Background: an optimization exercise with open tools, aiming at small area. Do not read the settings as production practice. Function was checked by simulation only, so behaviour that the tests miss may differ from the original. No driver is modelled on the clock port, so clocking that relies on it looks cheaper here than on a real chip.

v6:
==> flow/design.v <==
package rf_pkg;
  function automatic int rf_aw(input int nregs);
    if (nregs > 1) rf_aw = $clog2(nregs);
    else rf_aw = 1;
  endfunction
  localparam int ZERO_REG = 0;
  localparam int DEF_NREGS = 32;
  typedef logic [DEF_NREGS-1:0] sb_vec_t;
endpackage
module rf_scoreboard
#(
  parameter int NREGS  = 32,
  parameter int NREAD  = 2,
  parameter int BYPASS = 1,
  localparam int AW    = rf_pkg::rf_aw(NREGS)
) (
  input  logic                    clk,
  input  logic                    rst_n,
  input  logic [NREAD*AW-1:0]     rd_addr,
  output logic [NREAD-1:0]        rd_busy,
  input  logic                    we,
  input  logic [AW-1:0]           wa,
  input  logic                    iss_valid,
  input  logic [AW-1:0]           iss_rd,
  input  logic                    flush,
  output logic                    iss_ready,
  output logic                    busy_any,
  output logic [NREGS-1:1]        wr,
  output logic [NREGS-1:1]        wr_n,
  output logic [NREAD*NREGS-1:0]  rd_sel
);
  localparam bit BYP = (BYPASS != 0);
  logic [NREGS-1:1] busy_q;
  logic [NREGS-1:1] vld_q;
  logic [NREGS-1:1] iss_dec;
  logic [NREGS-1:1] live;    
  logic [NREGS-1:1] rd_ok;   
  for (genvar i = 1; i < NREGS; i++) begin : g_dec
    assign wr[i]      = we & (wa == AW'(i));
    assign wr_n[i]    = ~wr[i];
    assign iss_dec[i] = (iss_rd == AW'(i));
  end
  assign live  = busy_q & (BYP ? wr_n : '1);
  assign rd_ok = vld_q & (BYP ? wr_n : '1);
  always_ff @(posedge clk or negedge rst_n) begin
    if (!rst_n) vld_q <= '0;
    else        vld_q <= vld_q | wr;
  end
  logic iss_hit;
  rf_andor31 u_iss (.s(iss_dec), .d(busy_q & wr_n), .y(iss_hit));
  assign iss_ready = ~iss_hit;
  always_ff @(posedge clk or negedge rst_n) begin
    if (!rst_n) busy_q <= '0;
    else if (flush) busy_q <= '0;
    else busy_q <= (busy_q & wr_n) | (iss_dec & {NREGS-1{iss_valid & iss_ready}});
  end
  assign busy_any = |busy_q;
  for (genvar k = 0; k < NREAD; k++) begin : g_rd
    logic [AW-1:0]    addr;
    logic [NREGS-1:1] dec;
    assign addr = rd_addr[k*AW +: AW];
    for (genvar i = 1; i < NREGS; i++) begin : g_dec
      assign dec[i] = (addr == AW'(i));
    end
    rf_andor31 u_busy (.s(dec), .d(live), .y(rd_busy[k]));
    assign rd_sel[k*NREGS +: NREGS-1] = dec & rd_ok;
    assign rd_sel[k*NREGS + NREGS-1]  = BYP & rst_n & we & (wa == addr) & (addr != '0);
  end
endmodule
module rf_ao22 (
  input  logic a1, a2, b1, b2,
  output logic x
);
  assign x = (a1 & a2) | (b1 & b2);
endmodule
module rf_aoi222 (
  input  logic a1, a2, b1, b2, c1, c2,
  output logic y
);
  assign y = ~((a1 & a2) | (b1 & b2) | (c1 & c2));
endmodule
module rf_ao221 (
  input  logic a1, a2, b1, b2, c,
  output logic x
);
  assign x = (a1 & a2) | (b1 & b2) | c;
endmodule
module rf_nand4 (
  input  logic a, b, c, d,
  output logic y
);
  assign y = ~(a & b & c & d);
endmodule
module rf_nand3 (
  input  logic a, b, c,
  output logic y
);
  assign y = ~(a & b & c);
endmodule
module rf_or3 (
  input  logic a, b, c,
  output logic x
);
  assign x = a | b | c;
endmodule
module rf_nand2 (
  input  logic a, b,
  output logic y
);
  assign y = ~(a & b);
endmodule
module rf_andor31 (
  input  logic [30:0] s,
  input  logic [30:0] d,
  output logic        y
);
  logic [10:0] n;
  logic [2:0]  p;
  for (genvar j = 0; j < 10; j++) begin : g_aoi
    rf_aoi222 u_aoi (
      .a1(s[3*j]),   .a2(d[3*j]),
      .b1(s[3*j+1]), .b2(d[3*j+1]),
      .c1(s[3*j+2]), .c2(d[3*j+2]),
      .y(n[j])
    );
  end
  rf_nand2 u_last (.a(s[30]), .b(d[30]), .y(n[10]));
  rf_nand4 u_n0 (.a(n[0]), .b(n[1]), .c(n[2]),  .d(n[3]), .y(p[0]));
  rf_nand4 u_n1 (.a(n[4]), .b(n[5]), .c(n[6]),  .d(n[7]), .y(p[1]));
  rf_nand3 u_n2 (.a(n[8]), .b(n[9]), .c(n[10]),           .y(p[2]));
  rf_or3   u_or (.a(p[0]), .b(p[1]), .c(p[2]), .x(y));
endmodule
module rf_andor32 (
  input  logic [31:0] s,
  input  logic [31:0] d,
  output logic        y
);
  logic [9:0] n;
  logic [2:0]  p;
  logic q;
  for (genvar j = 0; j < 10; j++) begin : g_aoi
    rf_aoi222 u_aoi (
      .a1(s[3*j]),   .a2(d[3*j]),
      .b1(s[3*j+1]), .b2(d[3*j+1]),
      .c1(s[3*j+2]), .c2(d[3*j+2]),
      .y(n[j])
    );
  end
  rf_nand4 u_n0 (.a(n[0]), .b(n[1]), .c(n[2]),  .d(n[3]), .y(p[0]));
  rf_nand4 u_n1 (.a(n[4]), .b(n[5]), .c(n[6]),  .d(n[7]), .y(p[1]));
  rf_nand2 u_n2 (.a(n[8]), .b(n[9]), .y(q));
  rf_ao221 u_last (.a1(s[30]), .a2(d[30]), .b1(s[31]), .b2(d[31]), .c(q), .x(p[2]));
  rf_or3   u_or (.a(p[0]), .b(p[1]), .c(p[2]), .x(y));
endmodule
module scoreboard_reg_file
#(
  parameter int XLEN   = 32,
  parameter int NREGS  = 32,
  parameter int NREAD  = 2,
  parameter int BYPASS = 1,
  localparam int AW    = rf_pkg::rf_aw(NREGS)
) (
  input  logic                  clk,
  input  logic                  rst_n,
  input  logic [NREAD*AW-1:0]   rd_addr,
  output logic [NREAD*XLEN-1:0] rd_data,
  output logic [NREAD-1:0]      rd_busy,
  input  logic                  we,
  input  logic [AW-1:0]         wa,
  input  logic [XLEN-1:0]       wd,
  input  logic                  iss_valid,
  input  logic [AW-1:0]         iss_rd,
  output logic                  iss_ready,
  input  logic                  flush,
  output logic                  busy_any
);
  logic [31:1]   wr;
  logic [31:1]   wr_n;
  logic [63:0]   rd_sel;
  rf_scoreboard #(
    .NREGS  (NREGS),
    .NREAD  (NREAD),
    .BYPASS (BYPASS)
  ) u_scoreboard (
    .clk       (clk),
    .rst_n     (rst_n),
    .rd_addr   (rd_addr),
    .rd_busy   (rd_busy),
    .we        (we),
    .wa        (wa),
    .iss_valid (iss_valid),
    .iss_rd    (iss_rd),
    .flush     (flush),
    .iss_ready (iss_ready),
    .busy_any  (busy_any),
    .wr        (wr),
    .wr_n      (wr_n),
    .rd_sel    (rd_sel)
  );
  logic [31:1][XLEN-1:0] regs_q;
  logic [31:1][XLEN-1:0] regs_d;
  for (genvar i = 1; i < 32; i++) begin : g_reg
    for (genvar b = 0; b < XLEN; b++) begin : g_bit
      rf_ao22 u_hold (
        .a1(wr[i]), .a2(wd[b]), .b1(wr_n[i]), .b2(regs_q[i][b]), .x(regs_d[i][b])
      );
    end
    always_ff @(posedge clk) begin
      regs_q[i] <= regs_d[i];
    end
  end
  for (genvar k = 0; k < NREAD; k++) begin : g_rd
    for (genvar b = 0; b < XLEN; b++) begin : g_bit
      logic [31:0] d;
      for (genvar i = 1; i < 32; i++) begin : g_d
        assign d[i-1] = regs_q[i][b];
      end
      assign d[31] = wd[b];
      rf_andor32 u_mux (.s(rd_sel[k*32 +: 32]), .d(d), .y(rd_data[k*XLEN + b]));
    end
  end
endmodule
==> flow/config.mk <==
export PLATFORM = sky130hd
export DESIGN_NAME = scoreboard_reg_file
export DESIGN_NICKNAME = scoreboard_reg_file
export VERILOG_FILES = /design/flow/design.v
export SDC_FILE = /design/flow/constraint.sdc
export NUM_CORES = 4
export LEC_CHECK = 0
export CAP_MARGIN = 0
export CORE_MARGIN = 2
export CORE_UTILIZATION = 45
export SLEW_MARGIN = 0
export SYNTH_HIERARCHICAL = 1
==> flow/constraint.sdc <==
create_clock -name core_clock -period 7.0 [get_ports {clk}]
set_input_delay 1.4000 -clock core_clock [delete_from_list [all_inputs] [get_ports {clk}]]
set_output_delay 1.4000 -clock core_clock [all_outputs]
set_load 0.01 [all_outputs]
standard.sh (not shown) runs the stock make flow with config.mk's settings and CLKGATE_MAP_FILE= SYNTH_SCRIPT=/design/flow/synth_recipe.tcl, a recipe that flattens the netlist after the stock synthesis.
==> flow/flow/run.sh <==
#!/bin/bash
# Standard ORFS layout with two knobs the flow settings do not reach:
# minimum-size port buffers, and clock tree synthesis without dummy loads
# and with larger sink clusters.
set -euo pipefail
export BUFFER_PORTS_ARGS="-buffer_cell sky130_fd_sc_hd__buf_1"
export CTS_ARGS="-sink_clustering_enable -repair_clock_nets -dont_use_dummy_load -sink_clustering_size 30 -sink_clustering_max_diameter 100"
bash standard.sh finish > standard_flow.log 2>&1
v6 finished all stages; the layout is clean.
Input-level comparison between v7 and v6:
==> flow/flow/run.sh <==
#!/bin/bash
# Standard ORFS layout with knobs the flow settings do not reach:
# minimum-size port buffers, clock tree synthesis without dummy loads and
# with larger sink clusters, and downsizing of non-critical gates after
# global routing (RECOVER_POWER).
set -euo pipefail
export BUFFER_PORTS_ARGS="-buffer_cell sky130_fd_sc_hd__buf_1"
export CTS_ARGS="-sink_clustering_enable -repair_clock_nets -dont_use_dummy_load -sink_clustering_size 28 -sink_clustering_max_diameter 90"
export RECOVER_POWER=100
bash standard.sh finish > standard_flow.log 2>&1
Results
The count of clock-buffer cells in the layout in v7 was higher than what v6 gave.
Comparing v6 with v7, the length of routed met2 wiring came out essentially unchanged.
In v7, the share of the clock period used by the worst path after layout came out 2.9 points above the value in v6.
Diff v6..v7 | via density per instance | negligible
[compare] base=v6 new=v7: average wire per standard cell level, max-cap violation count moved up.
The total wire length after detailed routing of v7 and that of v6 are within noise of each other.
Across v6 and v7, a clean result was obtained everywhere but in v7.
In v7 the implementation completed, yet the final layout does not meet the checks, the culprit being max-capacitance violations, max-slew violations.
Arrival time at the worst endpoint: v7 vs v6 up 2130 ps

[separate check: timing with driven ports]
In the flow no input, the clock included, has a driving cell. The finished layouts below were timed again as built, in two steps.
Step 1: set_driving_cell puts a clkbuf_16 on clk and a buf_2 on each other input, an assumption about the parent block.
Step 2 times the ports against the registers' clock, not the clock port: input delays grow and output delays shrink by t, the midpoint of the rising clock arrivals with the driver on.
a / b / c = ideal / step 1 / step 2; a / b = the first two.
run | t, ns | slack for setup (ns) | latest minus earliest clock arrival (ns) | worst register clock-pin slew, ns
v6 | 0.689 | 0.484 / 0.458 / 0.458 | 0.070 / 0.070 | 0.12 / 0.12
v7 | 0.704 | 0.281 / 0.314 / -0.384 | 0.067 / 0.067 | 0.12 / 0.12
The setup slack of v7, which loses most, moves by +0.033 ns with the drivers and by -0.665 ns with both steps.
